Context: an optimization exercise on an open-source flow, tuned for a short achievable clock period and few clock cycles per item. The choices shown serve that exercise and are no tape-out recipe. Where RTL was checked, it was by simulation tests only, not by an equivalence proof against the original. For runs 1 and 3, only the layout was checked, not whether the RTL still works. Power and IR drop assume default switching activity.

$ cat design/flow/run.sh
#!/bin/bash
# synth_recipe.tcl (not shown) runs the flow's synth.tcl, then flattens the netlist and writes it again
# the make line also repeats each setting of config.mk as NAME=value (left out here)
make -C /OpenROAD-flow-scripts/flow DESIGN_CONFIG=/design/flow/config.mk WORK_HOME=/design/flow/orfs CLKGATE_MAP_FILE= SYNTH_SCRIPT=/design/flow/synth_recipe.tcl finish
$ cat design/flow/config.mk
export PLATFORM = sky130hd
export DESIGN_NAME = dcache_ctrl
export DESIGN_NICKNAME = dcache_ctrl
export VERILOG_FILES = /design/flow/design.v
export SDC_FILE = /design/flow/constraint.sdc
export NUM_CORES = 4
export LEC_CHECK = 0
export ABC_CLOCK_PERIOD_IN_PS = 2500
export CAP_MARGIN = 20
export CORE_MARGIN = 2
export CORE_UTILIZATION = 40
export SETUP_SLACK_MARGIN = 5
export SLEW_MARGIN = 20
export TNS_END_PERCENT = 5
$ cat design/flow/constraint.sdc
create_clock -name core_clock -period 8.0 [get_ports {clk}]
set_input_delay 1.6000 -clock core_clock [delete_from_list [all_inputs] [get_ports {clk}]]
set_output_delay 1.6000 -clock core_clock [all_outputs]
set_load 0.01 [all_outputs]
$ cat design/flow/design.v
package pipe_pkg;
    typedef enum logic [1:0] {
        IDLE  = 2'd0,
        FILL  = 2'd1,
        WRITE = 2'd2
    } dc_state_t;
    localparam logic [1:0] MEM_LOAD  = 2'b01;
    localparam logic [1:0] MEM_STORE = 2'b10;
    function automatic integer off_bits(input integer words);
        off_bits = $clog2(words);
    endfunction
    function automatic integer idx_bits(input integer lines);
        idx_bits = $clog2(lines);
    endfunction
    function automatic integer tag_bits(input integer lines, input integer words);
        tag_bits = 30 - $clog2(lines) - $clog2(words);
    endfunction
endpackage
module dcache_array #(
    parameter int LINES = 16,
    parameter int WORDS = 4
) (
    input  logic                                clk,
    input  logic                                rst,
    input  logic [29:0]                         rd_addr,
    output logic                                rd_match,
    output logic                                rd_present,
    output logic                                rd_fip,
    output logic [31:0]                         rd_data,
    input  logic [29:0]                         wr_addr,
    input  logic                                st_en,
    input  logic [31:0]                         st_data,
    input  logic                                al_en,
    input  logic                                fl_en,
    input  logic [29:0]                         fl_addr,
    input  logic [31:0]                         fl_data,
    input  logic                                fl_last
);
    localparam int OB = pipe_pkg::off_bits(WORDS);
    localparam int IB = pipe_pkg::idx_bits(LINES);
    localparam int TB = pipe_pkg::tag_bits(LINES, WORDS);
    localparam int NW = LINES * WORDS;
    logic [31:0]      data_mem [0:NW-1];
    logic [TB-1:0]    tag_mem  [0:LINES-1];
    logic [LINES-1:0] valid;
    logic [NW-1:0]    wv;
    logic [LINES-1:0] fip;
    logic [IB+OB-1:0] rw;
    logic [IB-1:0]    ri;
    logic [TB-1:0]    rt;
    logic [IB+OB-1:0] ww;
    logic [IB-1:0]    wi;
    logic [IB+OB-1:0] fw;
    logic [IB-1:0]    fi;
    logic [LINES-1:0] lmatch;
    logic [NW-1:0]    rsel;
    assign rw = rd_addr[IB+OB-1:0];
    assign ri = rd_addr[IB+OB-1:OB];
    assign rt = rd_addr[29:IB+OB];
    assign ww = wr_addr[IB+OB-1:0];
    assign wi = wr_addr[IB+OB-1:OB];
    assign fw = fl_addr[IB+OB-1:0];
    assign fi = fl_addr[IB+OB-1:OB];
    always_comb begin
        for (int l = 0; l < LINES; l++) begin
            lmatch[l] = valid[l] & (tag_mem[l] == rt);
        end
        for (int w = 0; w < NW; w++) begin
            rsel[w] = (rw == (IB+OB)'(w));
        end
        rd_data = '0;
        for (int w = 0; w < NW; w++) begin
            rd_data = rd_data | ({32{rsel[w]}} & data_mem[w]);
        end
    end
    assign rd_match   = lmatch[ri];
    assign rd_present = wv[rw];
    assign rd_fip     = fip[ri] & ~(fl_en & fl_last & (fi == ri));
    always_ff @(posedge clk) begin
        for (int w = 0; w < NW; w++) begin
            if (st_en && ww == (IB+OB)'(w)) begin
                data_mem[w] <= st_data;
            end else if (fl_en && fw == (IB+OB)'(w) && !wv[w]) begin
                data_mem[w] <= fl_data;
            end
        end
        for (int l = 0; l < LINES; l++) begin
            if (al_en && wi == IB'(l)) begin
                tag_mem[l] <= wr_addr[29:IB+OB];
            end
        end
    end
    always_ff @(posedge clk) begin
        if (rst) begin
            valid <= '0;
            fip   <= '0;
            wv    <= '0;
        end else begin
            for (int w = 0; w < NW; w++) begin
                if ((st_en && ww == (IB+OB)'(w)) || (fl_en && fw == (IB+OB)'(w))) begin
                    wv[w] <= 1'b1;
                end else if (al_en && wi == IB'(w / WORDS)) begin
                    wv[w] <= 1'b0;
                end
            end
            for (int l = 0; l < LINES; l++) begin
                if (al_en && wi == IB'(l)) begin
                    valid[l] <= 1'b1;
                    fip[l]   <= 1'b1;
                end else if (fl_en && fl_last && fi == IB'(l)) begin
                    fip[l] <= 1'b0;
                end
            end
        end
    end
endmodule
module dcache_ctrl #(
    parameter int LINES = 16,
    parameter int WORDS = 4
) (
    input  logic        clk,
    input  logic        rst,
    input  logic        req_valid,
    input  logic        req_we,
    input  logic [31:0] req_addr,
    input  logic [31:0] req_wdata,
    output logic [31:0] rdata,
    output logic        busy,
    output logic        mem_req,
    output logic        mem_we,
    output logic [31:0] mem_addr,
    output logic [31:0] mem_wdata,
    input  logic        mem_ack,
    input  logic [31:0] mem_rdata
);
    localparam int OB = pipe_pkg::off_bits(WORDS);
    localparam int QD = 4;                     
    localparam int QB = $clog2(QD);
    localparam logic [OB-1:0] LAST = OB'(WORDS - 1);
    logic        busy_r;
    logic [31:0] rdata_r;
    logic        wait_fill;                    
    logic        arr_match;
    logic        arr_present;
    logic        arr_fip;
    logic [31:0] arr_data;
    logic        undecided;
    logic        fwd;
    logic        load_dec;
    logic        load_miss;
    logic        store_dec;
    logic        q_space;
    logic        rq_we;
    logic [29:0] rq_addr;
    logic [31:0] rq_wdata;
    logic        st_d;                         
    logic        al_d;                         
    logic        op_d;                         
    logic        mreq;
    logic        mwe;
    logic [29:0] maddr;
    logic [31:0] mwdata;
    logic        beat;
    logic        beat_fill;
    logic        cont_fill;
    logic        adv;
    logic          q_fill [0:QD-1];
    logic [29:0]   q_addr [0:QD-1];
    logic [31:0]   q_data [0:QD-1];
    logic [QB-1:0] q_rp;
    logic [QB-1:0] q_wp;
    logic [QB:0]   q_cnt;
    logic          q_empty;
    logic          take_q;
    logic          take_d;
    logic          push;
    logic [29:0]   op_addr;
    assign undecided = req_valid & busy_r;
    assign beat      = mreq & mem_ack;
    assign beat_fill = beat & ~mwe;
    assign cont_fill = beat_fill & (maddr[OB-1:0] != LAST);
    assign fwd       = beat_fill & (maddr == req_addr[31:2]);
    assign q_empty = (q_cnt == '0);
    assign q_space = (q_cnt != (QB+1)'(QD));
    assign load_dec  = undecided & ~req_we & (wait_fill ? fwd : (arr_match & (arr_present | fwd)));
    assign load_miss = undecided & ~req_we & ~wait_fill & ~arr_match & ~arr_fip & q_space;
    assign store_dec = undecided & req_we & q_space;
    dcache_array #(
        .LINES(LINES),
        .WORDS(WORDS)
    ) u_array (
        .clk       (clk),
        .rst       (rst),
        .rd_addr   (req_addr[31:2]),
        .rd_match  (arr_match),
        .rd_present(arr_present),
        .rd_fip    (arr_fip),
        .rd_data   (arr_data),
        .wr_addr   (rq_addr),
        .st_en     (st_d),
        .st_data   (rq_wdata),
        .al_en     (al_d),
        .fl_en     (beat_fill),
        .fl_addr   (maddr),
        .fl_data   (mem_rdata),
        .fl_last   (~cont_fill)
    );
    always_ff @(posedge clk) begin
        if (rst) begin
            busy_r    <= 1'b1;
            wait_fill <= 1'b0;
            st_d      <= 1'b0;
            al_d      <= 1'b0;
            op_d      <= 1'b0;
        end else begin
            busy_r    <= ~(load_dec | store_dec);
            wait_fill <= (wait_fill | load_miss) & ~load_dec;
            st_d      <= store_dec & arr_match;
            al_d      <= load_miss;
            op_d      <= store_dec | load_miss;
        end
        rdata_r  <= (wait_fill | ~arr_present) ? mem_rdata : arr_data;
        rq_we    <= req_we;
        rq_addr  <= req_addr[31:2];
        rq_wdata <= req_wdata;
    end
    assign busy  = busy_r;
    assign rdata = rdata_r;
    assign op_addr = rq_we ? rq_addr : {rq_addr[29:OB], OB'(0)};
    assign adv     = ~mreq | (beat & ~cont_fill);
    assign take_q  = adv & ~q_empty;
    assign take_d  = adv & q_empty & op_d;
    assign push    = op_d & ~take_d;
    always_ff @(posedge clk) begin
        if (rst) begin
            mreq  <= 1'b0;
            q_rp  <= '0;
            q_wp  <= '0;
            q_cnt <= '0;
        end else begin
            if (cont_fill) begin
                maddr[OB-1:0] <= maddr[OB-1:0] + 1'b1;
            end else if (take_q) begin
                mreq   <= 1'b1;
                mwe    <= ~q_fill[q_rp];
                maddr  <= q_addr[q_rp];
                mwdata <= q_data[q_rp];
            end else if (take_d) begin
                mreq   <= 1'b1;
                mwe    <= rq_we;
                maddr  <= op_addr;
                mwdata <= rq_wdata;
            end else if (adv) begin
                mreq   <= 1'b0;
            end
            if (push) begin
                q_fill[q_wp] <= ~rq_we;
                q_addr[q_wp] <= op_addr;
                q_data[q_wp] <= rq_wdata;
                q_wp         <= q_wp + 1'b1;
            end
            if (take_q) begin
                q_rp <= q_rp + 1'b1;
            end
            q_cnt <= q_cnt + (QB+1)'(push) - (QB+1)'(take_q);
        end
    end
    assign mem_req   = mreq;
    assign mem_we    = mwe;
    assign mem_addr  = {maddr, 2'b00};
    assign mem_wdata = mwdata;
endmodule
==> key figures, run 1 <==
Logic synthesis
  – Most numerous cell in the Yosys netlist: edfxtp_1
  – Distinct cells, synth: between 60 and 70
  – Syn_area_per_cell: 15.0 um2
  – Synth Warn #: 4
  – Seq/Total Area, Yosys: 64.2%
  – Mapped Cells: between 8000 and 9000
  – Post-synth top area share: 61.2%
  – Synth Cell Area: 135000 um2
  – Number of flops mapped to enable cells by yosys: 2747
  – Synth area leaders: edfxtp_1, mux2_2, a22oi_1
  – Leading area contributor after synthesis: edfxtp_1
  – Ys async rst share: 0%
  – Synth top cells by count: edfxtp_1, mux2_2, a22oi_1, clkbuf_1, nand2_1
  – Synth Flop Type: edfxtp_1
  – Yosys reg bits: ~3000

Floorplanning
  – Floorplan die width: between 500 and 600 um
  – Starting Density: between 40% and 50%
  – Die area: between 300000 and 400000 um2
  – FP Rows: roughly 210
  – IO Pins: 200
  – Core Area: approximately 340000 um2
  – DIE HEIGHT: just under 600 um

Placed design
  – PortBufs: 195
  – Pre-CTS setup slack: 2.26 ns
  – Detailed placer's ending HPWL: approximately 360 mm
  – Gp weighted congestion: around 0.94

GRT
  – GRT Total Usage: around two fifths
  – Largest net degree at the start of global routing: approximately 100
  – Initial antenna violation count: between 90 and 100
  – Vias in the first global route: slightly above 90000
  – Total gr overflow: 0
  – First-pass GRT wire length: approximately 870 mm

Timing
  – RSZ-0062 raised after global routing: true
  – Max Slew Vio Count: 0
  – Final period util: around 45%
  – Rel. slew slack: a little under a tenth
  – Setup slack after layout: approximately 4.4 ns
  – Fin Setup TNS: 0 ns
  – Final hold violations: 0
  – Final Setup Violations: 0
  – Skew final: about 0.09 ns
  – Max Freq: about 0.28 GHz
  – Final Critical Period: about 3.6 ns
  – Worst-Margin Slew: between 1 and 1.5 ns

Cells and area
  – Share of layout cells above drive strength 1: 41.0%
  – NumNets Final: between 9000 and 10000
  – Area Growth Syn to Fin: 20.5%
  – FILL cells: roughly 28000

Clock network
  – CTS Buffer Depth: 4
  – CTS Buf Count: 327
  – Skew-Pair Late Insertion Delay: between 1 and 1.5 ns
  – CTS Hold Buffers Added: 0
  – Clock H-tree levels: 5
  – Clock-pin slew on the worst setup and hold paths: 0.06 ns
  – CTS tree: built
  – Root Buffer: clkbuf_16
  – Clock sinks: 2953

Pwr
  – Combinational fraction of design power: 9.3%
  – Psw: approximately 0.009 W
  – Internal power: about 0.028 W
  – VDD IR max: ~0.21 mV
  – P_leak: about 55 nW
  – Clock power share: a little over two fifths
  – Sequential share of power: 47.9%
  – Power Dens Cells: roughly 230 nW/um2
  – Sw Ratio: around a quarter

Setup path
  – Reg2reg start: rq_addr[2]
  – Worst Setup Path Type: register to register
  – Largest stage delay, worst path: ~0.55 ns
  – Reg-to-reg setup timing slack: about 4.4 ns
  – Critical path origin: rq_addr[2]
  – Startpoint Class: register
  – Worst Setup End Kind: register
  – Critical path's slowest cell: buf_4
  – Crit path required time: a little under 9 ns
  – Ordered cell list for the critical path: nor2b_1 -> nand3_2 -> nor2_4 -> buf_4 -> buf_6 -> mux2_2
  – Worst setup path endpoint: u_array.data_mem[39][4]
  – WP data arrival: around 4.3 ns
  – Reg-to-reg endpoint: u_array.data_mem[39][4]
  – Worst r2r path cells: 6
  – Max Fanout on Critical Path: 18

Routing
  – Wirelength, routed: roughly 670 mm
  – Pre-antenna DRT Iters: 17
  – Via density: about 7
  – Routed Antenna Nets: 0
  – Residual DRC: 0
  – Overall via count from detail_route: just over 100k
  – Iteration-0 DRC Markers: roughly 24000
  – DR WL/cell: roughly 47 um

Flow run
  – MaxCap Viol Count: 0

Hold path
  – Worst min path class: register to register

Outcome
  – Status: no timing/DRC/antenna violations
per-stage QoR:
stage	std cells	power [W]	hold slack, ns	instance area [um2]	utilization (%)
after global routing	14200	0.0374	0.463	162000	48.3
after floorplan	8987	0.0196	0.426	135000	-
final	14300	0.0368	0.439	162000	48.3
after CTS	14100	0.0366	0.444	161000	48.1
after global placement	13100	0.0209	0.420	144000	42.7
after detailed placement	13100	0.0209	0.430	144000	42.8
power groups by stage:
stage / logic, W / clock network (W) / registers, W
after floorplan: 0.00186 / 0 / 0.0178
after global placement: 0.00291 / 0 / 0.0180
after detailed placement: 0.00299 / 0 / 0.0180
after CTS: 0.00332 / 0.0156 / 0.0176
after global routing: 0.00354 / 0.0162 / 0.0176
final: 0.00342 / 0.0158 / 0.0176
worst max-delay path, delay by kind of cell (launching register included):
kind | cells | cell delay, ns
muxes | 1 | 0.39
buffers and inverters | 2 | 1.02
DFF | 1 | 0.52
and+or+nand+nor | 3 | 1.22
timing repair:
action / CTS / global route
gates resized for setup: 561 / 130
setup buffers: 365 / 33
pin swaps: 178 / 9
cloned: 34 / 0
endpoints found under the setup margin: 4337 / 3664
how the worst min path moves through the flow:
stage / cells after the start / to / from / slack (ns)
3_3_place_gp: 0 / q_data[3][12] / rq_wdata[12] / 0.42
5_1_grt: 0 / q_data[3][12] / rq_wdata[12] / 0.46
4_1_cts: 0 / q_data[3][12] / rq_wdata[12] / 0.44
2_1_floorplan: 2 / u_array.valid[10] / u_array.valid[10] / 0.43
3_5_place_dp: 0 / q_data[3][12] / rq_wdata[12] / 0.43
6_report: 0 / q_data[2][12] / rq_wdata[12] / 0.44
cells by family (layout without fill, tap and decap cells):
group / count (synthesis) / after routing / share of synthesized area, %
AOI/OAI and AO/OA: 1255 / 1255 / 6.67
and+or+nand+nor: 1136 / 1146 / 4.09
adders and majority gates: 11 / 11 / 0.108
muxes: 2206 / 2206 / 19.1
xor gates and xnor gates: 419 / 419 / 2.72
DFF: 2953 / 2953 / 64.2
buffers and inverters: 1005 / 1675 / 3.02
other: 1 / 95 / 0.00278
cell usage in the layout, fill, tap and decap left out, types with 37 or more instances in the layout:
cell type,n
nand2_4,41
clkinv_2,47
a22oi_1,987
clkbuf_1,88
nor3_1,69
a21oi_1,71
clkinv_1,52
buf_6,77
xnor2_1,112
nor2_4,89
nor4_1,73
diode_2,93
edfxtp_1,2747
nor2_1,71
mux2_2,2076
dfxtp_1,155
nand4_1,184
dlymetal6s2s_1,51
clkdlybuf4s50_1,70
mux4_2,85
buf_4,557
buf_12,170
a31oi_1,46
xor2_1,307
clkbuf_16,336
a22oi_2,37
o21ai_4,44
nand2_1,425
layout make-up:
cell class                      instances  area, um2  area share [%]
Inverter                               41        158          0.0971
Timing Repair inverter                  1       7.51         0.00462
Clock inverter                        157       1850            1.14
Clock buffer                          442       8990            5.53
Tap cell                             4515       5650            3.48
Timing Repair Buffer                 1034      11800            7.27
Antenna cell                           93        233           0.143
Sequential cell                      2953      86700            53.4
Multi-Input combinational cell       5039      47000            29.0
routing by layer:
| metal | vias up | part of all wire, % | track usage, % |
|---|---|---|---|
| met5 | - | 0.26 | 3.26 |
| met2 | 11500 | 40 | 51.8 |
| met4 | 73 | 8.9 | 26.8 |
| met1 | 51300 | 33 | 46.4 |
| li1 | 35900 | - | - |
| met3 | 3381 | 18 | 18.8 |
sequential cells by signal, summed over array words and instances, names as in the netlist, named ones only:
signal            count
rdata_r              32
rq_wdata             32
u_array.fip          16
rq_addr              30
st_d                  1
u_array.wv           64
q_data              128
op_d                  1
mwe                   1
wait_fill             1
maddr                30
q_addr              120
al_d                  1
u_array.tag_mem     384
mreq                  1
busy_r                1
q_fill                4
u_array.valid        16
mwdata               32
rq_we                 1
q_wp                  2
u_array.data_mem   2048
q_rp                  2
q_cnt                 3
==> run 2: changes to the inputs <==
--- a/design/flow/design.v
+++ b/design/flow/design.v
@@ -81,5 +81,5 @@
             if (st_en && ww == (IB+OB)'(w)) begin
                 data_mem[w] <= st_data;
-            end else if (fl_en && fw == (IB+OB)'(w) && !wv[w]) begin
+            end else if (fl_en && fw == (IB+OB)'(w) && (!wv[w] || (al_en && wi == fi))) begin
                 data_mem[w] <= fl_data;
             end
@@ -174,4 +174,6 @@
     logic          take_q;
     logic          take_d;
+    logic          take_in;
+    logic          in_d;                       
     logic          push;
     logic [29:0]   op_addr;
@@ -230,6 +232,7 @@
     assign adv     = ~mreq | (beat & ~cont_fill);
     assign take_q  = adv & ~q_empty;
-    assign take_d  = adv & q_empty & op_d;
-    assign push    = op_d & ~take_d;
+    assign take_d  = adv & q_empty & op_d & ~in_d;
+    assign take_in = adv & q_empty & ~(op_d & ~in_d) & (store_dec | load_miss);
+    assign push    = op_d & ~in_d & ~take_d;
     always_ff @(posedge clk) begin
         if (rst) begin
@@ -238,5 +241,7 @@
             q_wp  <= '0;
             q_cnt <= '0;
+            in_d  <= 1'b0;
         end else begin
+            in_d  <= take_in;
             if (cont_fill) begin
                 maddr[OB-1:0] <= maddr[OB-1:0] + 1'b1;
@@ -251,4 +256,9 @@
                 maddr  <= op_addr;
                 mwdata <= rq_wdata;
+            end else if (take_in) begin
+                mreq   <= 1'b1;
+                mwe    <= req_we;
+                maddr  <= req_we ? req_addr[31:2] : {req_addr[31:OB+2], OB'(0)};
+                mwdata <= req_wdata;
             end else if (adv) begin
                 mreq   <= 1'b0;
==> run 2 against run 1 <==
Against the previous run: global-route usage fell by 3.0 points; count of clock-buffer cells in the layout rose by 11; synthesized cell count fell by 0.63%; clock skew rose by 0.015 ns; flip-flop and latch count rose by 1; synthesized area rose by 0.44%; first-iteration DRC count fell by 19%; critical path depth did not move; power fell by 2.6%; critical endpoint is now u_array.data_mem[49][20]; largest power group unchanged.
==> key figures, run 2 <==
Outcome
  – Status: no timing/DRC/antenna violations

Routing
  – Pre-antenna DRT Iters: 9 (-8)
  – Wirelength, routed: 621 mm (-7.3%)
  – DR WL/cell: 44.0 um (-6.1%)
  – Residual DRC: 0 (unchanged)
  – Iteration-0 DRC Markers: 19200 (-19%)
  – Overall via count from detail_route: 97500 (-4.6%)
  – Routed Antenna Nets: 0 (unchanged)
  – Via density: 6.91 (-3.4%)

GRT
  – Largest net degree at the start of global routing: 93 (-7.9%)
  – First-pass GRT wire length: 815 mm (-5.8%)
  – Vias in the first global route: 90300 (-2.3%)
  – Initial antenna violation count: 46 (-51%)
  – Total gr overflow: 0 (unchanged)
  – GRT Total Usage: 35.1% (-3.0 points)

Logic synthesis
  – Synth Flop Type: edfxtp_1
  – Distinct cells, synth: 61 (-6.2%)
  – Mapped Cells: 8929 (-0.63%)
  – Area share of fa/ha/maj cells after synthesis: 0.107% (-0.00047 points)
  – Number of flops mapped to enable cells by yosys: 2747 (unchanged)
  – Compound-cell area share of the yosys netlist: 7.37% (+0.70 points)
  – Post-synth top area share: 60.9% (-0.27 points)
  – Xor-xnor portion of the synthesized cell area: 2.73% (+0.0075 points)
  – Synth Cell Area: 135000 um2 (+0.44%)
  – Synth area leaders: edfxtp_1, mux2_2, dfxtp_1
  – Yosys reg bits: 2954 (+0.034%)
  – Most numerous cell in the Yosys netlist: edfxtp_1
  – Leading area contributor after synthesis: edfxtp_1
  – Seq/Total Area, Yosys: 64.0% (-0.27 points)
  – Mux cell area share after synthesis: 18.9% (-0.21 points)
  – Simple-gate share of the synthesized area: 3.70% (-0.39 points)
  – Synth Warn #: 4 (unchanged)
  – Syn_area_per_cell: 15.2 um2 (+1.1%)
  – Synth top cells by count: edfxtp_1, mux2_2, clkbuf_1, a22oi_1, nand2_1
  – Ys async rst share: 0% (unchanged)
  – Main combinational cell family by area after synthesis: multiplexers

Clock network
  – Clock-pin slew on the worst setup and hold paths: 0.06 ns (about the same)
  – Skew-Pair Late Insertion Delay: 1.04 ns (+0.02 ns)
  – CTS Hold Buffers Added: 0 (unchanged)
  – CTS tree: built
  – Root Buffer: clkbuf_16
  – Clock H-tree levels: 5 (unchanged)
  – CTS Buffer Depth: 4 (unchanged)
  – Clock sinks: 2954 (+0.034%)
  – CTS Buf Count: 327 (unchanged)

Setup path
  – Startpoint Class: register
  – Delay-heaviest family, CP: simple AND/OR/NAND/NOR gates
  – Worst path bufs/invs: 2 (unchanged)
  – Worst Setup End Kind: register
  – WP data arrival: 4.43 ns (+0.13 ns)
  – Critical path's slowest cell: nor2_1
  – Ordered cell list for the critical path: nand2b_1 -> nor2_1 -> nand2_2 -> buf_4 -> nand2_2 -> buf_4
  – Largest stage delay, worst path: 0.78 ns (+0.23 ns)
  – Crit path required time: 8.66 ns (-0.06 ns)
  – Worst Setup Path Type: register to register
  – Max Fanout on Critical Path: 33 (+15)

Timing
  – RSZ-0062 raised after global routing: true
  – Max Freq: 0.265 GHz (-5.2%)
  – Setup slack after layout: 4.22 ns (-0.196 ns)
  – Max Slew Vio Count: 0 (unchanged)
  – Skew final: 0.105 ns (+0.0152 ns)
  – Final hold violations: 0 (unchanged)
  – Final Setup Violations: 0 (unchanged)
  – Rel. slew slack: 11.4% (+1.9 points)
  – Final period util: 47.2% (+2.5 points)
  – Fin Setup TNS: 0 ns (unchanged)
  – Final Critical Period: 3.78 ns (+0.196 ns)
  – Worst-Margin Slew: 1.33 ns (-0.0287 ns)

Floorplanning
  – IO Pins: 200 (unchanged)
  – DIE HEIGHT: 586 um (+0.22%)
  – Starting Density: 40.2% (+0.081 points)
  – Die area: 343000 um2 (+0.44%)
  – Floorplan die width: 586 um (+0.22%)
  – FP Rows: 213 (unchanged)
  – Core Area: 337000 um2 (+0.24%)

Pwr
  – P_leak: 53.4 nW (-2.7%)
  – VDD IR max: 0.204 mV (-1.5%)
  – Power Dens Cells: 223 nW/um2 (-1.7%)

Placed design
  – Detailed placer's ending HPWL: 338 mm (-6.0%)
  – Gp weighted congestion: 0.914 (-2.6%)
  – PortBufs: 195 (unchanged)
  – Pre-CTS setup slack: 1.33 ns (-0.925 ns)
  – Placed standard-cell area: 143000 um2 (-0.44%)

Cells and area
  – Sequential Area: 86700 um2 (about the same)
  – Post-route cell area: 161000 um2 (-0.91%)
  – Commonest non-fill, non-tap cell in the layout: edfxtp_1
  – Biggest regs: u_array.data_mem (2048), u_array.tag_mem (384), q_data (128)
  – Flip-flop count of the largest register after layout: 2048 (unchanged)
  – Multi-input combinational cell area: 47500 um2 (+0.89%)
  – Top reg by flops: u_array.data_mem
  – FILL cells: 28800 (+1.2%)
  – NumNets Final: 9412 (-1.0%)
  – Most frequent cells in the layout: edfxtp_1, mux2_2, buf_4, a22oi_1, clkbuf_16
  – Share of layout cells above drive strength 1: 41.4% (+0.46 points)
  – Area Growth Syn to Fin: 18.8%

Flow run
  – MaxCap Viol Count: 0 (unchanged)

Hold path
  – Worst min path class: register to register
run 2: cell count changes after synthesis, sizes merged, moves of 74 or more:
| cell | before | now |
|---|---|---|
| a22o | 2 | 253 |
| a221oi | 2 | 260 |
| a22oi | 1024 | 440 |
| nand2 | 473 | 291 |
| clkbuf | 762 | 667 |
| a222oi | 0 | 74 |
| buf | 202 | 337 |
| nand3 | 32 | 111 |
run 2: worst register-to-register path: stages (launching register included):
cell and delay [ns]:
dfxtp_1 0.68, nand2b_1 0.31, nor2_1 0.79, nand2_2 0.08, buf_4 0.44, nand2_2 0.68, buf_4 0.51
run 2: cell families after synthesis:
| logic type | after synthesis |
|---|---|
| xor gates and xnor gates | 422 |
| muxes | 2199 |
| other | 1 |
| and+or+nand+nor | 1032 |
| adders and majority gates | 11 |
| buffers and inverters | 1039 |
| AOI/OAI and AO/OA | 1271 |
| DFF | 2954 |
run 2: final timing paths:
kind | startpoint | endpoint | slack [ns] | cells past startpoint
setup / recovery | rq_addr[0] | u_array.data_mem[49][20] | 4.22 | 6
hold / removal | rq_addr[17] | u_array.tag_mem[11][11] | 0.43 | 0
setup reg to reg | rq_addr[0] | u_array.data_mem[49][20] | 4.22 | 6
hold reg to reg | rq_addr[17] | u_array.tag_mem[11][11] | 0.43 | 0
run 2: layer usage:
metal | vias up | part of all wire (%) | track usage (%)
met1 | 49700 | 34 | 44.0
met2 | 9281 | 42 | 51.1
li1 | 35900 | - | -
met5 | - | 0.083 | 0.308
met4 | 50 | 7.7 | 21.1
met3 | 2439 | 16 | 13.8
run 2: per-stage QoR:
step | hold slack, ns | instances | power [W] | util, %
2_1_floorplan | 0.426 | 8930 | 0.0196 | -
3_3_place_gp | 0.417 | 13100 | 0.0209 | 42.5
3_5_place_dp | 0.416 | 13100 | 0.0209 | 42.6
4_1_cts | 0.429 | 14000 | 0.0357 | 47.5
5_1_grt | 0.451 | 14100 | 0.0366 | 47.8
6_report | 0.431 | 14100 | 0.0358 | 47.8
run 2: layout make-up:
cell class              instances  share of cell area, %
multi-input cells            4945                   29.5
well taps                    4515                   3.51
flip-flops and latches       2954                   53.9
clock buffers                 453                   5.56
diodes                         19                 0.0295
clock inverters               143                  0.701
inverters                      35                 0.0816
repair buffers               1037                   6.77
run 2: timing repair:
item,4_1_cts,5_1_grt
gates cloned,29,0
pin swaps,233,20
setup endpoints to repair,3506,3205
setup buffers,334,49
gates resized for setup,757,81
run 2: report_power, final:
group | total [W] | switching, W | internal [W]
Sequential | 0.0175 | 0.000233 | 0.0172
Combinational | 0.00370 | 0.00216 | 0.00154
Clock | 0.0147 | 0.00652 | 0.00817
Testbench counts of run 2, summed over its fixed seeds: cycles 53,649, items 12,000.
==> run 3: changes to the inputs <==
--- a/design/flow/design.v
+++ b/design/flow/design.v
@@ -29,4 +29,6 @@
     output logic [31:0]                         rd_data,
     input  logic [29:0]                         wr_addr,
+    input  logic [LINES*WORDS-1:0]              wr_wsel,
+    input  logic [LINES-1:0]                    wr_lsel,
     input  logic                                st_en,
     input  logic [31:0]                         st_data,
@@ -79,5 +81,5 @@
     always_ff @(posedge clk) begin
         for (int w = 0; w < NW; w++) begin
-            if (st_en && ww == (IB+OB)'(w)) begin
+            if (st_en && wr_wsel[w]) begin
                 data_mem[w] <= st_data;
             end else if (fl_en && fw == (IB+OB)'(w) && (!wv[w] || (al_en && wi == fi))) begin
@@ -86,5 +88,5 @@
         end
         for (int l = 0; l < LINES; l++) begin
-            if (al_en && wi == IB'(l)) begin
+            if (al_en && wr_lsel[l]) begin
                 tag_mem[l] <= wr_addr[29:IB+OB];
             end
@@ -98,12 +100,12 @@
         end else begin
             for (int w = 0; w < NW; w++) begin
-                if ((st_en && ww == (IB+OB)'(w)) || (fl_en && fw == (IB+OB)'(w))) begin
+                if ((st_en && wr_wsel[w]) || (fl_en && fw == (IB+OB)'(w))) begin
                     wv[w] <= 1'b1;
-                end else if (al_en && wi == IB'(w / WORDS)) begin
+                end else if (al_en && wr_lsel[w / WORDS]) begin
                     wv[w] <= 1'b0;
                 end
             end
             for (int l = 0; l < LINES; l++) begin
-                if (al_en && wi == IB'(l)) begin
+                if (al_en && wr_lsel[l]) begin
                     valid[l] <= 1'b1;
                     fip[l]   <= 1'b1;
@@ -135,4 +137,5 @@
 );
     localparam int OB = pipe_pkg::off_bits(WORDS);
+    localparam int IB = pipe_pkg::idx_bits(LINES);
     localparam int QD = 4;                     
     localparam int QB = $clog2(QD);
@@ -154,4 +157,6 @@
     logic [29:0] rq_addr;
     logic [31:0] rq_wdata;
+    logic [LINES*WORDS-1:0] rq_wsel;           
+    logic [LINES-1:0]       rq_lsel;           
     logic        st_d;                         
     logic        al_d;                         
@@ -200,4 +205,6 @@
         .rd_data   (arr_data),
         .wr_addr   (rq_addr),
+        .wr_wsel   (rq_wsel),
+        .wr_lsel   (rq_lsel),
         .st_en     (st_d),
         .st_data   (rq_wdata),
@@ -226,4 +233,10 @@
         rq_addr  <= req_addr[31:2];
         rq_wdata <= req_wdata;
+        for (int w = 0; w < LINES * WORDS; w++) begin
+            rq_wsel[w] <= (req_addr[OB+IB+1:2] == (OB+IB)'(w));
+        end
+        for (int l = 0; l < LINES; l++) begin
+            rq_lsel[l] <= (req_addr[OB+IB+1:OB+2] == IB'(l));
+        end
     end
     assign busy  = busy_r;
==> design/flow/flow/run.sh (new file) <==
#!/bin/bash
# Own layout flow: the standard layout (standard.sh, standard synthesis unchanged), except
# that the port buffers placed at every input and output are buf_4 cells instead of the
# default delay-type buffer, so the resizer can size them like any other buffer.
set -euo pipefail
cd "$(dirname "${BASH_SOURCE[0]}")/.."
bash standard.sh "BUFFER_PORTS_ARGS=-buffer_cell sky130_fd_sc_hd__buf_4" finish > standard_flow.log 2>&1
==> design/flow/standard.sh (new file) <==
#!/bin/bash
# synth_recipe.tcl (not shown) runs the flow's synth.tcl, then flattens the netlist and writes it again
# the make line also repeats each setting of config.mk as NAME=value (left out here)
make -C /OpenROAD-flow-scripts/flow DESIGN_CONFIG=/design/flow/config.mk WORK_HOME=/design/flow/orfs CLKGATE_MAP_FILE= SYNTH_SCRIPT=/design/flow/synth_recipe.tcl "${@:-finish}"
--- a/design/flow/config.mk
+++ b/design/flow/config.mk
@@ -12,3 +12,2 @@
 export SETUP_SLACK_MARGIN = 5
 export SLEW_MARGIN = 20
-export TNS_END_PERCENT = 5
removed: design/flow/run.sh
==> run 3 against run 2 <==
Against the previous run: clock skew fell by 0.023 ns; synthesized cell count up 0.71%; count of clock-buffer cells in the layout grew 8; design area up 4.5%; final cell count is 1.3% higher; wire length rose by 15%; register-to-register slack gained 0.39 ns; hold slack gained 0.0055 ns; critical path depth grew 6.
==> key figures, run 3 <==
Clock network
  – Clock-pin slew on the worst setup and hold paths: 0.06 ns (about the same)
  – Clock H-tree levels: 5 (unchanged)
  – CTS Buffer Depth: 4 (unchanged)
  – CTS Hold Buffers Added: 0 (unchanged)
  – Root Buffer: clkbuf_16
  – CTS tree: built
  – Skew-Pair Late Insertion Delay: 1.01 ns (-0.03 ns)
  – Clock sinks: 3034 (+2.7%)
  – CTS Buf Count: 335 (+2.4%)

Logic synthesis
  – Distinct cells, synth: 61 (unchanged)
  – Number of flops mapped to enable cells by yosys: 2747 (unchanged)
  – Syn_area_per_cell: 15.3 um2 (+0.59%)
  – Most numerous cell in the Yosys netlist: edfxtp_1
  – Synth Warn #: 4 (unchanged)
  – Post-synth top area share: 60.1% (-0.78 points)
  – Ys async rst share: 0% (unchanged)
  – Synth Cell Area: 137000 um2 (+1.3%)
  – Yosys reg bits: 3034 (+2.7%)
  – Seq/Total Area, Yosys: 64.3% (+0.34 points)
  – Synth top cells by count: edfxtp_1, mux2_2, clkbuf_1, a221oi_1, a22o_1
  – Synth area leaders: edfxtp_1, mux2_2, dfxtp_1
  – Synth Flop Type: edfxtp_1
  – Leading area contributor after synthesis: edfxtp_1
  – Mapped Cells: 8992 (+0.71%)

Setup path
  – Max Fanout on Critical Path: 8 (-76%)
  – Crit path required time: 8.73 ns (+0.07 ns)
  – Worst Setup End Kind: register
  – Startpoint Class: primary input
  – Worst Setup Path Type: primary input to register
  – Reg2reg start: maddr[2]
  – Critical path origin: req_addr[11]
  – WP data arrival: 4.33 ns (-0.10 ns)

Floorplanning
  – DIE HEIGHT: 590 um (+0.65%)
  – Die area: 348000 um2 (+1.3%)
  – Starting Density: 40.1% (-0.11 points)
  – Floorplan die width: 590 um (+0.65%)
  – IO Pins: 200 (unchanged)
  – Core Area: 342000 um2 (+1.6%)
  – FP Rows: 215 (+0.94%)

Pwr
  – Power Dens Cells: 223 nW/um2 (about the same)
  – VDD IR max: 0.211 mV (+3.3%)
  – P_leak: 56.6 nW (+6.0%)

Timing
  – Final period util: 44.9% (-2.3 points)
  – Max Slew Vio Count: 0 (unchanged)
  – Final hold violations: 0 (unchanged)
  – Fin Setup TNS: 0 ns (unchanged)
  – Worst-Margin Slew: 1.37 ns (+0.0388 ns)
  – Max Freq: 0.278 GHz (+5.1%)
  – Final Critical Period: 3.59 ns (-0.182 ns)
  – RSZ-0062 raised after global routing: true
  – Skew final: 0.0813 ns (-0.0233 ns)
  – Rel. slew slack: 8.81% (-2.6 points)
  – Final Setup Violations: 0 (unchanged)

Cells and area
  – Area Growth Syn to Fin: 22.6%
  – Core Util, Final: 49.1% (+1.4 points)
  – Post-route cell area: 168000 um2 (+4.5%)
  – Commonest non-fill, non-tap cell in the layout: edfxtp_1
  – Biggest regs: u_array.data_mem (2048), u_array.tag_mem (384), q_data (128)
  – Most frequent cells in the layout: edfxtp_1, mux2_2, buf_4, clkbuf_16, a22o_1
  – Share of layout cells above drive strength 1: 44.8% (+3.3 points)
  – FILL cells: 28500 (-1.1%)
  – NumNets Final: 9472 (+0.64%)
  – Flip-flop count of the largest register after layout: 2048 (unchanged)
  – Top reg by flops: u_array.data_mem
  – Final cell count without fillers: 14300 (+1.3%)

Placed design
  – Cell count after placement: 13000 (-0.54%)
  – PortBufs: 195 (unchanged)
  – Gp weighted congestion: 0.883 (-3.3%)
  – Detailed placer's ending HPWL: 329 mm (-2.8%)
  – Placed standard-cell area: 145000 um2 (+1.4%)

GRT
  – Total gr overflow: 0 (unchanged)
  – Initial antenna violation count: 76 (+65%)
  – Largest net degree at the start of global routing: 129 (+39%)
  – GRT Total Usage: 38.7% (+3.5 points)
  – Vias in the first global route: 92400 (+2.4%)
  – First-pass GRT wire length: 891 mm (+9.4%)

Routing
  – Iteration-0 DRC Markers: 24200 (+26%)
  – Residual DRC: 0 (unchanged)
  – DR WL/cell: 50.2 um (+14%)
  – Via density: 7.38 (+6.8%)
  – Overall via count from detail_route: 105000 (+8.2%)
  – Wirelength, routed: 717 mm (+15%)
  – Routed Antenna Nets: 0 (unchanged)
  – Pre-antenna DRT Iters: 13 (+4)

Hold path
  – Worst min path class: register to register
  – Hold_sp: rq_addr[23]

Flow run
  – MaxCap Viol Count: 0 (unchanged)

Outcome
  – Status: no timing/DRC/antenna violations
-- run 3: cell count changes after synthesis, sizes merged, moves of 14 or more --
cell,delta
xor2,-68
nand4,+23
a222oi,-26
a31oi,-19
or2,-14
buf,+19
xnor2,+69
a22o,+94
dfxtp,+80
a22oi,-99
a21oi,-29
nand2,+27
a221oi,+87
clkbuf,-20
-- run 3: power by group --
group | leakage, nW | internal [W] | switching (W)
Combinational | 24.3 | 0.00168 | 0.00220
Sequential | 27.1 | 0.0176 | 0.000269
Clock | 5.26 | 0.00888 | 0.00683
Total | 56.6 | 0.0282 | 0.00929
-- run 3: cells by family (layout without fill, tap and decap cells) --
family	after synthesis	in the layout	share of synthesized area, %
AND/OR/NAND/NOR	1032	1070	3.63
multiplexers	2193	2193	18.6
flip-flops	3034	3034	64.3
AO/OA/AOI/OAI	1256	1256	7.40
buffers and inverters	1042	1642	3.22
adder cells (fa/ha/maj)	11	11	0.106
other	1	100	0.00273
XOR/XNOR	423	423	2.70
-- run 3: routing by layer --
| layer | GRT usage [%] | wire length, um | vias up |
|---|---|---|---|
| li1 | - | - | 36400 |
| met1 | 47.0 | 234000 | 52800 |
| met2 | 52.4 | 282000 | 12400 |
| met3 | 19.2 | 131000 | 3727 |
| met4 | 27.9 | 67900 | 101 |
| met5 | 2.57 | 2640 | - |
-- run 3: worst max-delay path: stages --
cell and delay, ns:
buf_16 0.14, buf_4 0.18, xor2_1 0.17, nor4_1 0.37, nand4_1 0.35, a22oi_2 0.33, a221oi_4 0.12, o311ai_4 0.38
a2111oi_4 0.15, buf_6 0.23, buf_6 0.15, buf_16 0.14
-- run 3: through the flow --
stage               total power, W  hold slack (ns)  worst slack (ns)
finish                      0.0375            0.436              4.41
global route                0.0381            0.459              4.36
CTS                         0.0370            0.440              4.46
detailed placement          0.0213            0.425              2.34
global placement            0.0212            0.421              2.33
floorplan                   0.0201            0.432              2.42
-- run 3: repair_timing --
action,CTS,global route
cloned,54,32
pin swaps,176,100
resized for setup,750,223
endpoints found under the setup margin,3567,1003
buffers inserted,376,114
-- run 3: final timing paths --
check	end	slack, ns	cells past startpoint
max reg2reg	u_array.data_mem[53][8]	4.61	8
min reg2reg	u_array.tag_mem[10][17]	0.44	0
min	u_array.tag_mem[10][17]	0.44	0
max	maddr[5]	4.41	12
-- run 3: final cells by class --
cell class / count / area, um2 / share of cell area (%)
Timing Repair Buffer: 995 / 12500 / 7.42
Tap cell: 4557 / 5700 / 3.39
Multi-Input combinational cell: 4955 / 50500 / 30.0
Clock inverter: 147 / 1380 / 0.822
Clock buffer: 461 / 9370 / 5.57
Sequential cell: 3034 / 88400 / 52.6
Inverter: 39 / 146 / 0.0871
Antenna cell: 98 / 245 / 0.146
==> run 4: changes to the inputs <==
--- a/design/flow/design.v
+++ b/design/flow/design.v
@@ -36,4 +36,5 @@
     input  logic                                fl_en,
     input  logic [29:0]                         fl_addr,
+    input  logic [LINES*WORDS-1:0]              fl_wsel,
     input  logic [31:0]                         fl_data,
     input  logic                                fl_last
@@ -56,5 +57,6 @@
     logic [IB-1:0]    fi;
     logic [LINES-1:0] lmatch;
-    logic [NW-1:0]    rsel;
+    logic [31:0]      lword [0:LINES-1];
+    logic [LINES-1:0] lsel;
     assign rw = rd_addr[IB+OB-1:0];
     assign ri = rd_addr[IB+OB-1:OB];
@@ -68,10 +70,11 @@
             lmatch[l] = valid[l] & (tag_mem[l] == rt);
         end
-        for (int w = 0; w < NW; w++) begin
-            rsel[w] = (rw == (IB+OB)'(w));
+        for (int l = 0; l < LINES; l++) begin
+            lword[l] = data_mem[l * WORDS + int'(rd_addr[OB-1:0])];
+            lsel[l]  = (ri == IB'(l));
         end
         rd_data = '0;
-        for (int w = 0; w < NW; w++) begin
-            rd_data = rd_data | ({32{rsel[w]}} & data_mem[w]);
+        for (int l = 0; l < LINES; l++) begin
+            rd_data = rd_data | ({32{lsel[l]}} & lword[l]);
         end
     end
@@ -83,5 +86,5 @@
             if (st_en && wr_wsel[w]) begin
                 data_mem[w] <= st_data;
-            end else if (fl_en && fw == (IB+OB)'(w) && (!wv[w] || (al_en && wi == fi))) begin
+            end else if (fl_en && fl_wsel[w] && (!wv[w] || (al_en && wr_lsel[w / WORDS]))) begin
                 data_mem[w] <= fl_data;
             end
@@ -100,5 +103,5 @@
         end else begin
             for (int w = 0; w < NW; w++) begin
-                if ((st_en && wr_wsel[w]) || (fl_en && fw == (IB+OB)'(w))) begin
+                if ((st_en && wr_wsel[w]) || (fl_en && fl_wsel[w])) begin
                     wv[w] <= 1'b1;
                 end else if (al_en && wr_lsel[w / WORDS]) begin
@@ -142,4 +145,5 @@
     localparam logic [OB-1:0] LAST = OB'(WORDS - 1);
     logic        busy_r;
+    logic        busy_o;                       
     logic [31:0] rdata_r;
     logic        wait_fill;                    
@@ -166,4 +170,12 @@
     logic [29:0] maddr;
     logic [31:0] mwdata;
+    logic [LINES*WORDS-1:0] mwsel;             
+    logic        mwe_o;
+    logic [29:0] maddr_o;
+    logic [31:0] mwdata_o;
+    logic        mreq_n;
+    logic        mwe_n;
+    logic [29:0] maddr_n;
+    logic [31:0] mwdata_n;
     logic        beat;
     logic        beat_fill;
@@ -212,4 +224,5 @@
         .fl_en     (beat_fill),
         .fl_addr   (maddr),
+        .fl_wsel   (mwsel),
         .fl_data   (mem_rdata),
         .fl_last   (~cont_fill)
@@ -218,4 +231,5 @@
         if (rst) begin
             busy_r    <= 1'b1;
+            busy_o    <= 1'b1;
             wait_fill <= 1'b0;
             st_d      <= 1'b0;
@@ -224,4 +238,5 @@
         end else begin
             busy_r    <= ~(load_dec | store_dec);
+            busy_o    <= ~(load_dec | store_dec);
             wait_fill <= (wait_fill | load_miss) & ~load_dec;
             st_d      <= store_dec & arr_match;
@@ -240,5 +255,5 @@
         end
     end
-    assign busy  = busy_r;
+    assign busy  = busy_o;
     assign rdata = rdata_r;
     assign op_addr = rq_we ? rq_addr : {rq_addr[29:OB], OB'(0)};
@@ -248,4 +263,28 @@
     assign take_in = adv & q_empty & ~(op_d & ~in_d) & (store_dec | load_miss);
     assign push    = op_d & ~in_d & ~take_d;
+    always_comb begin
+        mreq_n   = mreq;
+        mwe_n    = mwe;
+        maddr_n  = maddr;
+        mwdata_n = mwdata;
+        if (cont_fill) begin
+            maddr_n[OB-1:0] = maddr[OB-1:0] + 1'b1;
+        end else if (take_q) begin
+            mreq_n   = 1'b1;
+            mwe_n    = ~q_fill[q_rp];
+            maddr_n  = q_addr[q_rp];
+            mwdata_n = q_data[q_rp];
+        end else if (take_d) begin
+            mreq_n   = 1'b1;
+            mwe_n    = rq_we;
+            maddr_n  = op_addr;
+            mwdata_n = rq_wdata;
+        end else if (adv) begin
+            mreq_n   = take_in;
+            mwe_n    = req_we;
+            maddr_n  = req_we ? req_addr[31:2] : {req_addr[31:OB+2], OB'(0)};
+            mwdata_n = req_wdata;
+        end
+    end
     always_ff @(posedge clk) begin
         if (rst) begin
@@ -256,25 +295,6 @@
             in_d  <= 1'b0;
         end else begin
+            mreq  <= mreq_n;
             in_d  <= take_in;
-            if (cont_fill) begin
-                maddr[OB-1:0] <= maddr[OB-1:0] + 1'b1;
-            end else if (take_q) begin
-                mreq   <= 1'b1;
-                mwe    <= ~q_fill[q_rp];
-                maddr  <= q_addr[q_rp];
-                mwdata <= q_data[q_rp];
-            end else if (take_d) begin
-                mreq   <= 1'b1;
-                mwe    <= rq_we;
-                maddr  <= op_addr;
-                mwdata <= rq_wdata;
-            end else if (take_in) begin
-                mreq   <= 1'b1;
-                mwe    <= req_we;
-                maddr  <= req_we ? req_addr[31:2] : {req_addr[31:OB+2], OB'(0)};
-                mwdata <= req_wdata;
-            end else if (adv) begin
-                mreq   <= 1'b0;
-            end
             if (push) begin
                 q_fill[q_wp] <= ~rq_we;
@@ -288,8 +308,23 @@
             q_cnt <= q_cnt + (QB+1)'(push) - (QB+1)'(take_q);
         end
+        mwe    <= mwe_n;
+        maddr  <= maddr_n;
+        mwdata <= mwdata_n;
+        if (rst) begin
+            mwe_o    <= 1'b0;
+            maddr_o  <= '0;
+            mwdata_o <= '0;
+        end else begin
+            mwe_o    <= mwe_n;
+            maddr_o  <= maddr_n;
+            mwdata_o <= mwdata_n;
+        end
+        for (int w = 0; w < LINES * WORDS; w++) begin
+            mwsel[w] <= (maddr_n[OB+IB-1:0] == (OB+IB)'(w));
+        end
     end
     assign mem_req   = mreq;
-    assign mem_we    = mwe;
-    assign mem_addr  = {maddr, 2'b00};
-    assign mem_wdata = mwdata;
+    assign mem_we    = mwe_o;
+    assign mem_addr  = {maddr_o, 2'b00};
+    assign mem_wdata = mwdata_o;
 endmodule
--- a/design/flow/config.mk
+++ b/design/flow/config.mk
@@ -9,5 +9,7 @@
 export CAP_MARGIN = 20
 export CORE_MARGIN = 2
-export CORE_UTILIZATION = 40
+export CORE_UTILIZATION = 55
+export CTS_CLUSTER_DIAMETER = 80
+export CTS_CLUSTER_SIZE = 30
 export SETUP_SLACK_MARGIN = 5
 export SLEW_MARGIN = 20
==> run 4 against run 3 <==
Against the previous run: still clean; combinational power grew 45%; clock skew fell by 0.049 ns; sequential power up 5%; worst setup slack gained 0.39 ns; hold slack better by 0.045 ns; via count down 16%; largest cell class unchanged; highest routed layer unchanged.
==> key figures, run 4 <==
Logic synthesis
  – Most numerous cell in the Yosys netlist: edfxtp_1
  – Mapped Cells: 8958 (-0.38%)
  – Number of flops mapped to enable cells by yosys: 2684 (-2.3%)
  – Syn_area_per_cell: 16.1 um2 (+5.2%)
  – Synth Warn #: 5 (+1)
  – Synth top cells by count: edfxtp_1, mux2_2, clkbuf_1, mux4_2, dfxtp_1
  – Seq/Total Area, Yosys: 62.7% (-1.6 points)
  – Distinct cells, synth: 60 (-1.6%)
  – Ys async rst share: 0% (unchanged)
  – Leading area contributor after synthesis: edfxtp_1
  – Yosys reg bits: 3161 (+4.2%)
  – Synth area leaders: edfxtp_1, mux2_2, mux4_2
  – Synth Flop Type: edfxtp_1
  – Post-synth top area share: 56.0% (-4.1 points)
  – Synth Cell Area: 144000 um2 (+4.8%)

Cells and area
  – Sequential Area: 90300 um2 (+2.1%)
  – Core Util, Final: 61.0% (+12 points)
  – NumNets Final: 8828 (-6.8%)
  – Post-route cell area: 158000 um2 (-5.8%)
  – Flip-flop count of the largest register after layout: 2048 (unchanged)
  – FILL cells: 19300 (-32%)
  – Commonest non-fill, non-tap cell in the layout: edfxtp_1
  – Top reg by flops: u_array.data_mem
  – Biggest regs: u_array.data_mem (2048), u_array.tag_mem (384), q_data (128)
  – Most frequent cells in the layout: edfxtp_1, mux2_2, mux4_2, dfxtp_1, buf_4
  – Share of layout cells above drive strength 1: 44.0% (-0.72 points)
  – Multi-input combinational cell area: 51600 um2 (+2.2%)
  – Area Growth Syn to Fin: 10.1%

Setup path
  – Delay-heaviest family, CP: simple AND/OR/NAND/NOR gates
  – Startpoint Class: primary input
  – Max Fanout on Critical Path: 23 (+15)
  – Ordered cell list for the critical path: buf_4 -> nor2b_4 -> nand2_1 -> clkinv_4 -> buf_6 -> a22oi_1 -> nand4_1 -> nor2_1 -> o21ai_2
  – Worst Setup End Kind: register
  – Worst Setup Path Type: primary input to register
  – Crit path required time: 8.78 ns (+0.05 ns)
  – Critical path's slowest cell: buf_6
  – Worst path bufs/invs: 3 (-2)
  – WP data arrival: 3.98 ns (-0.35 ns)
  – Largest stage delay, worst path: 0.45 ns (+0.07 ns)

Timing
  – Max Freq: 0.312 GHz (+12%)
  – Worst-Margin Slew: 1.26 ns (-0.103 ns)
  – Skew final: 0.0321 ns (-0.0493 ns)
  – Final period util: 40.0% (-4.9 points)
  – Final hold violations: 0 (unchanged)
  – Fin Setup TNS: 0 ns (unchanged)
  – Final Critical Period: 3.20 ns (-0.394 ns)
  – Final Setup Violations: 0 (unchanged)
  – RSZ-0062 raised after global routing: true
  – Max Slew Vio Count: 0 (unchanged)
  – Rel. slew slack: 15.7% (+6.9 points)
  – Setup slack after layout: 4.80 ns (+0.394 ns)

Placed design
  – Placed standard-cell area: 148000 um2 (+2.0%)
  – Gp weighted congestion: 0.833 (-5.8%)
  – Pre-CTS setup slack: 2.89 ns (+0.550 ns)
  – PortBufs: 195 (unchanged)
  – Detailed placer's ending HPWL: 278 mm (-15%)

Routing
  – Residual DRC: 0 (unchanged)
  – Wirelength, routed: 539 mm (-25%)
  – Iteration-0 DRC Markers: 15000 (-38%)
  – Pre-antenna DRT Iters: 6 (-7)
  – Routed Antenna Nets: 0 (unchanged)
  – Via density: 7.23 (-2.0%)
  – Overall via count from detail_route: 88700 (-16%)
  – DR WL/cell: 44.0 um (-12%)

Pwr
  – Power Dens Cells: 217 nW/um2 (-2.8%)
  – P_leak: 52.0 nW (-8.2%)
  – VDD IR max: 0.226 mV (+7.0%)
  – Design Power: 0.0343 W (-8.5%)

Floorplanning
  – Core Area: 260000 um2 (-24%)
  – IO Pins: 200 (unchanged)
  – FP Rows: 187 (-13%)
  – Starting Density: 55.4% (+15 points)
  – Die area: 266000 um2 (-24%)
  – Floorplan die width: 515 um (-13%)
  – DIE HEIGHT: 515 um (-13%)

GRT
  – GRT Total Usage: 39.7% (+1.0 points)
  – Largest net degree at the start of global routing: 82 (-36%)
  – Initial antenna violation count: 33 (-57%)
  – Total gr overflow: 0 (unchanged)
  – First-pass GRT wire length: 715 mm (-20%)
  – Vias in the first global route: 84000 (-9.1%)

Outcome
  – Status: no timing/DRC/antenna violations

Clock network
  – CTS Buffer Depth: 3 (-1)
  – CTS Buf Count: 148 (-56%)
  – Skew-Pair Late Insertion Delay: 0.87 ns (-0.14 ns)
  – Clock sinks: 3161 (+4.2%)
  – CTS tree: built
  – Clock-pin slew on the worst setup and hold paths: 0.10 ns (+0.04 ns)
  – Clock H-tree levels: 4 (-1)
  – Root Buffer: clkbuf_16

Flow run
  – MaxCap Viol Count: 0 (unchanged)

Hold path
  – Worst min path class: register to register
## run 4: changes by cell type in the layout (fill, tap and decap cells not counted), moves of 119 or more
cell,delta
a221oi_1,-239
a22o_1,-344
buf_12,-125
buf_4,-119
buf_6,-141
clkbuf_16,-184
dfxtp_1,+189
mux4_2,+515
nor2_1,+135
## run 4: per-layer routing
metal	part of all wire, %	GRT usage, %	vias to the layer above
li1	-	-	34000
met1	38	56.6	47100
met2	44	58.4	6412
met3	13	10.4	1094
met4	4.7	15.6	8
met5	0.017	0.146	-
## run 4: repair_timing
item,in CTS,in global routing
cloned,31,20
resized for setup,350,187
setup endpoints to repair,2752,963
buffers inserted,40,94
hold buffers,0,0
pin swaps,17,46
## run 4: through the flow
stage          hold WS, ns  std cells
3_3_place_gp         0.446      11800
2_1_floorplan        0.432       8959
6_report             0.481      12300
3_5_place_dp         0.456      11800
4_1_cts              0.477      12100
5_1_grt              0.506      12300
## run 4: cell type report
class / count / area share, %
multi-input cells: 4772 / 32.6
inverters: 47 / 0.201
clock buffers: 178 / 2.56
diodes: 11 / 0.0174
well taps: 3402 / 2.69
clock inverters: 98 / 0.672
flip-flops and latches: 3161 / 57.0
repair buffers: 588 / 4.29
repair inverters: 1 / 0.00553
## run 4: kinds of logic after synthesis
group	after synthesis	synth area share (%)
fa+ha+maj	8	0.0748
buf+inv	1035	2.90
simple gates	1146	3.73
xor+xnor	419	2.55
compound gates	542	2.66
flops	3161	62.7
other cells	1	0.00261
mux	2646	25.4
## run 4: path summary, 6_finish.rpt
check / to / startpoint / slack (ns) / cells past startpoint
min reg2reg: u_array.valid[12] / u_array.valid[12] / 0.48 / 2
max reg2reg: u_array.data_mem[22][6] / st_d / 4.95 / 5
max: rdata_r[4] / req_addr[6] / 4.80 / 9
min: u_array.valid[12] / u_array.valid[12] / 0.48 / 2
## run 4: power by group
group	leakage, nW	switching, W	internal [W]
combinational	21.4	0.00339	0.00223
sequential	28.1	0.000363	0.0185
clock	2.48	0.00580	0.00403
total	52.0	0.00955	0.0247
## run 4: worst register-to-register path, stage by stage (launching register included)
cell     delay [ns]
dfxtp_4        0.54
buf_12         0.35
nand2_4        0.40
buf_4          0.45
nand2_4        0.44
buf_8          0.43
Testbench counts of run 4, summed over its fixed seeds: cycles 53,649, items 12,000.
==> run 5: changes to the inputs <==
--- a/design/flow/config.mk
+++ b/design/flow/config.mk
@@ -9,5 +9,5 @@
 export CAP_MARGIN = 20
 export CORE_MARGIN = 2
-export CORE_UTILIZATION = 55
+export CORE_UTILIZATION = 50
 export CTS_CLUSTER_DIAMETER = 80
 export CTS_CLUSTER_SIZE = 30
==> run 5 against run 4 <==
Against the previous run: sequential share of layout area up 0.15 points; worst setup slack worse by 0.046 ns; core utilization shrank 5.6 points; clock skew grew 0.059 ns; non-clock buffer count shrank 105; global-route usage decreased by 3.8 points; final cell count is 2.2% higher; design area shrank 0.19%; critical path type is now register to output pin; critical endpoint is now mem_req; largest cell class unchanged.
==> key figures, run 5 <==
Routing
  – Pre-antenna DRT Iters: 10 (+4)
  – Wirelength, routed: 535 mm (-0.83%)
  – Iteration-0 DRC Markers: 13900 (-7.0%)
  – DR WL/cell: 42.7 um (-3.0%)
  – Residual DRC: 0 (unchanged)
  – Via density: 6.94 (-4.0%)
  – Routed Antenna Nets: 0 (unchanged)
  – Overall via count from detail_route: 87000 (-1.9%)

Pwr
  – Power Dens Cells: 219 nW/um2 (+1.2%)
  – P_leak: 51.5 nW (-0.90%)
  – Design Power: 0.0346 W (+1.0%)
  – VDD IR max: 0.215 mV (-4.8%)

Timing
  – Max Slew Vio Count: 0 (unchanged)
  – Max Freq: 0.308 GHz (-1.4%)
  – Skew final: 0.0911 ns (+0.0590 ns)
  – Fin Setup TNS: 0 ns (unchanged)
  – Rel. slew slack: 15.0% (-0.75 points)
  – RSZ-0062 raised after global routing: true
  – Worst-Margin Slew: 1.28 ns (+0.0113 ns)
  – Final period util: 40.6% (+0.58 points)
  – Final Setup Violations: 0 (unchanged)
  – Final Critical Period: 3.25 ns (+0.0461 ns)
  – Final hold violations: 0 (unchanged)

Clock network
  – CTS tree: built
  – CTS Hold Buffers Added: 0 (unchanged)
  – Clock-pin slew on the worst setup and hold paths: 0.10 ns (about the same)
  – CTS Buffer Depth: 4 (+1)
  – Root Buffer: clkbuf_16
  – Clock sinks: 3161 (unchanged)
  – CTS Buf Count: 159 (+7.4%)
  – Skew-Pair Late Insertion Delay: 0.95 ns (+0.08 ns)
  – Clock H-tree levels: 4 (unchanged)

Hold path
  – Hold Crit Depth: 0 (-2)
  – Worst min path class: register to register

Placed design
  – Placed standard-cell area: 149000 um2 (+0.24%)
  – Detailed placer's ending HPWL: 272 mm (-2.0%)
  – PortBufs: 195 (unchanged)
  – Cell count after placement: 12100 (+2.9%)
  – Gp weighted congestion: 0.824 (-1.1%)

Setup path
  – Critical path origin: mreq
  – Crit path required time: 6.40 ns (-2.38 ns)
  – Reg-to-reg endpoint: u_array.data_mem[50][21]
  – Worst Setup Path Type: register to output pin
  – WP data arrival: 1.65 ns (-2.33 ns)
  – Reg-to-reg setup timing slack: 4.92 ns (-0.03 ns)
  – Startpoint Class: register
  – Max Fanout on Critical Path: 3 (-87%)
  – Worst Setup End Kind: output pin
  – Worst r2r path cells: 4 (-1)
  – Reg2reg start: st_d
  – Worst setup path endpoint: mem_req

Logic synthesis
  – Mapped Cells: 8958 (unchanged)
  – Synth Cell Area: 144000 um2 (unchanged)
  – Syn_area_per_cell: 16.1 um2 (unchanged)
  – Synth top cells by count: edfxtp_1, mux2_2, clkbuf_1, mux4_2, dfxtp_1
  – Most numerous cell in the Yosys netlist: edfxtp_1
  – Synth area leaders: edfxtp_1, mux2_2, mux4_2
  – Leading area contributor after synthesis: edfxtp_1
  – Synth Warn #: 5 (unchanged)
  – Distinct cells, synth: 60 (unchanged)
  – Seq/Total Area, Yosys: 62.7% (unchanged)
  – Synth Flop Type: edfxtp_1
  – Yosys reg bits: 3161 (unchanged)
  – Post-synth top area share: 56.0% (unchanged)
  – Ys async rst share: 0% (unchanged)
  – Number of flops mapped to enable cells by yosys: 2684 (unchanged)

GRT
  – Vias in the first global route: 83800 (-0.22%)
  – Initial antenna violation count: 31 (-6.1%)
  – First-pass GRT wire length: 717 mm (+0.19%)
  – Largest net degree at the start of global routing: 70 (-15%)
  – Total gr overflow: 0 (unchanged)
  – GRT Total Usage: 35.9% (-3.8 points)

Cells and area
  – Share of layout cells above drive strength 1: 43.8% (-0.26 points)
  – Top reg by flops: u_array.data_mem
  – Flip-flop count of the largest register after layout: 2048 (unchanged)
  – Area Growth Syn to Fin: 9.94%
  – Final cell count without fillers: 12500 (+2.2%)
  – FILL cells: 22400 (+16%)
  – NumNets Final: 8736 (-1.0%)
  – Biggest regs: u_array.data_mem (2048), u_array.tag_mem (384), q_data (128)
  – Most frequent cells in the layout: edfxtp_1, mux2_2, mux4_2, dfxtp_1, nor2_1
  – Commonest non-fill, non-tap cell in the layout: edfxtp_1
  – Post-route cell area: 158000 um2 (-0.19%)

Flow run
  – MaxCap Viol Count: 0 (unchanged)

Floorplanning
  – Die area: 292000 um2 (+9.9%)
  – Starting Density: 50.3% (-5.0 points)
  – IO Pins: 200 (unchanged)
  – Core Area: 286000 um2 (+10%)
  – Floorplan die width: 540 um (+4.8%)
  – DIE HEIGHT: 540 um (+4.8%)
  – FP Rows: 196 (+4.8%)

Outcome
  – Status: no timing/DRC/antenna violations
## run 5: changes by cell type in the layout (fill, tap and decap cells not counted), moves of 15 or more
| cell | change |
|---|---|
| buf_12 | -21 |
| buf_4 | -133 |
| buf_6 | +64 |
| clkinv_8 | +15 |
| dfxtp_1 | -40 |
| dfxtp_2 | +35 |
## run 5: critical path, stage by stage (launching register included)
cell     delay (ns)
dfxtp_4        0.36
buf_12         0.13
buf_16         0.13
buf_6          0.11
## run 5: cell type report
| class | count | area, um2 | area share, % |
|---|---|---|---|
| sequential | 3161 | 90300 | 57.1 |
| multi-input combinational | 4773 | 51400 | 32.5 |
| timing repair buffer | 483 | 5690 | 3.60 |
| tap | 3762 | 4710 | 2.98 |
| clock buffer | 182 | 4200 | 2.66 |
| clock inverter | 108 | 1420 | 0.895 |
| inverter | 47 | 295 | 0.187 |
| antenna | 11 | 27.5 | 0.0174 |
| timing repair inverter | 2 | 17.5 | 0.0111 |
## run 5: how the worst min path moves through the flow
stage / start / endpoint / slack, ns
floorplan: u_array.valid[0] / u_array.valid[0] / 0.43
global placement: rq_addr[29] / u_array.tag_mem[4][23] / 0.41
detailed placement: rq_addr[29] / u_array.tag_mem[4][23] / 0.43
CTS: rq_addr[29] / u_array.tag_mem[4][23] / 0.46
global route: rq_wdata[20] / q_data[0][20] / 0.48
finish: rq_addr[29] / u_array.tag_mem[4][23] / 0.46
## run 5: kinds of logic after synthesis
family	share of synthesized area [%]
flip-flops	62.7
multiplexers	25.4
AND/OR/NAND/NOR	3.73
buffers and inverters	2.90
AO/OA/AOI/OAI	2.66
XOR/XNOR	2.55
adder cells (fa/ha/maj)	0.0748
other	0.00261
## run 5: report_power, final
group | total [W] | switching [W] | internal, W
Combinational | 0.00540 | 0.00326 | 0.00214
Sequential | 0.0189 | 0.000359 | 0.0185
Clock | 0.0104 | 0.00606 | 0.00432
## run 5: repair_timing
item	4_1_cts	5_1_grt
gates cloned	35	8
endpoints found under the setup margin	2989	345
buffers inserted	41	21
resized for setup	399	144
pin swaps	23	33
## run 5: metrics by stage
| stage | setup slack (ns) | hold slack [ns] | util [%] |
|---|---|---|---|
| after floorplan | 4.42 | 0.432 | - |
| after global placement | 2.93 | 0.413 | 52.0 |
| after detailed placement | 2.89 | 0.435 | 52.0 |
| after CTS | 4.70 | 0.459 | 55.0 |
| after global routing | 4.72 | 0.476 | 55.3 |
| final | 4.75 | 0.459 | 55.3 |
## run 5: layer usage
layer	wire length, um	global-route usage [%]	vias to the layer above
met5	67	0	-
met1	208000	49.3	46500
met2	243000	55.1	5470
li1	-	-	33900
met3	56200	7.73	1082
met4	27500	15.8	12

-- static timing again, ports no longer ideal --
How much do the figures lean on ideal ports? The routed layouts below were timed once more, with nothing changed but the port constraints.
Step 1, drivers: a clkbuf_16 drives clk and a buf_2 each remaining input, both assumed.
Step 2 times the ports against the registers' clock, not the clock port: input delays grow and output delays shrink by t, the midpoint of the rising clock arrivals with the driver on.
Three values: no drivers, after step 1, after step 2; two values: the first two.
run | t (ns) | setup slack, ns | worst hold slack (ns)
run 1 | 1.089 | 4.420 / 4.419 / 3.456 | 0.439 / 0.439 / 0.439
run 2 | 1.075 | 4.223 / 4.222 / 3.154 | 0.431 / 0.431 / 0.431
run 3 | 1.077 | 4.405 / 4.398 / 3.321 | 0.436 / 0.436 / 0.436
run 4 | 0.949 | 4.799 / 4.532 / 3.583 | 0.481 / 0.481 / 0.481
run 5 | 1.004 | 4.753 / 4.657 / 3.655 | 0.459 / 0.459 / 0.459
After both steps setup and hold are still met in every run listed. For run 4, which loses most, drivers alone change the setup slack by -0.267 ns; drivers and shift together by -1.216 ns.
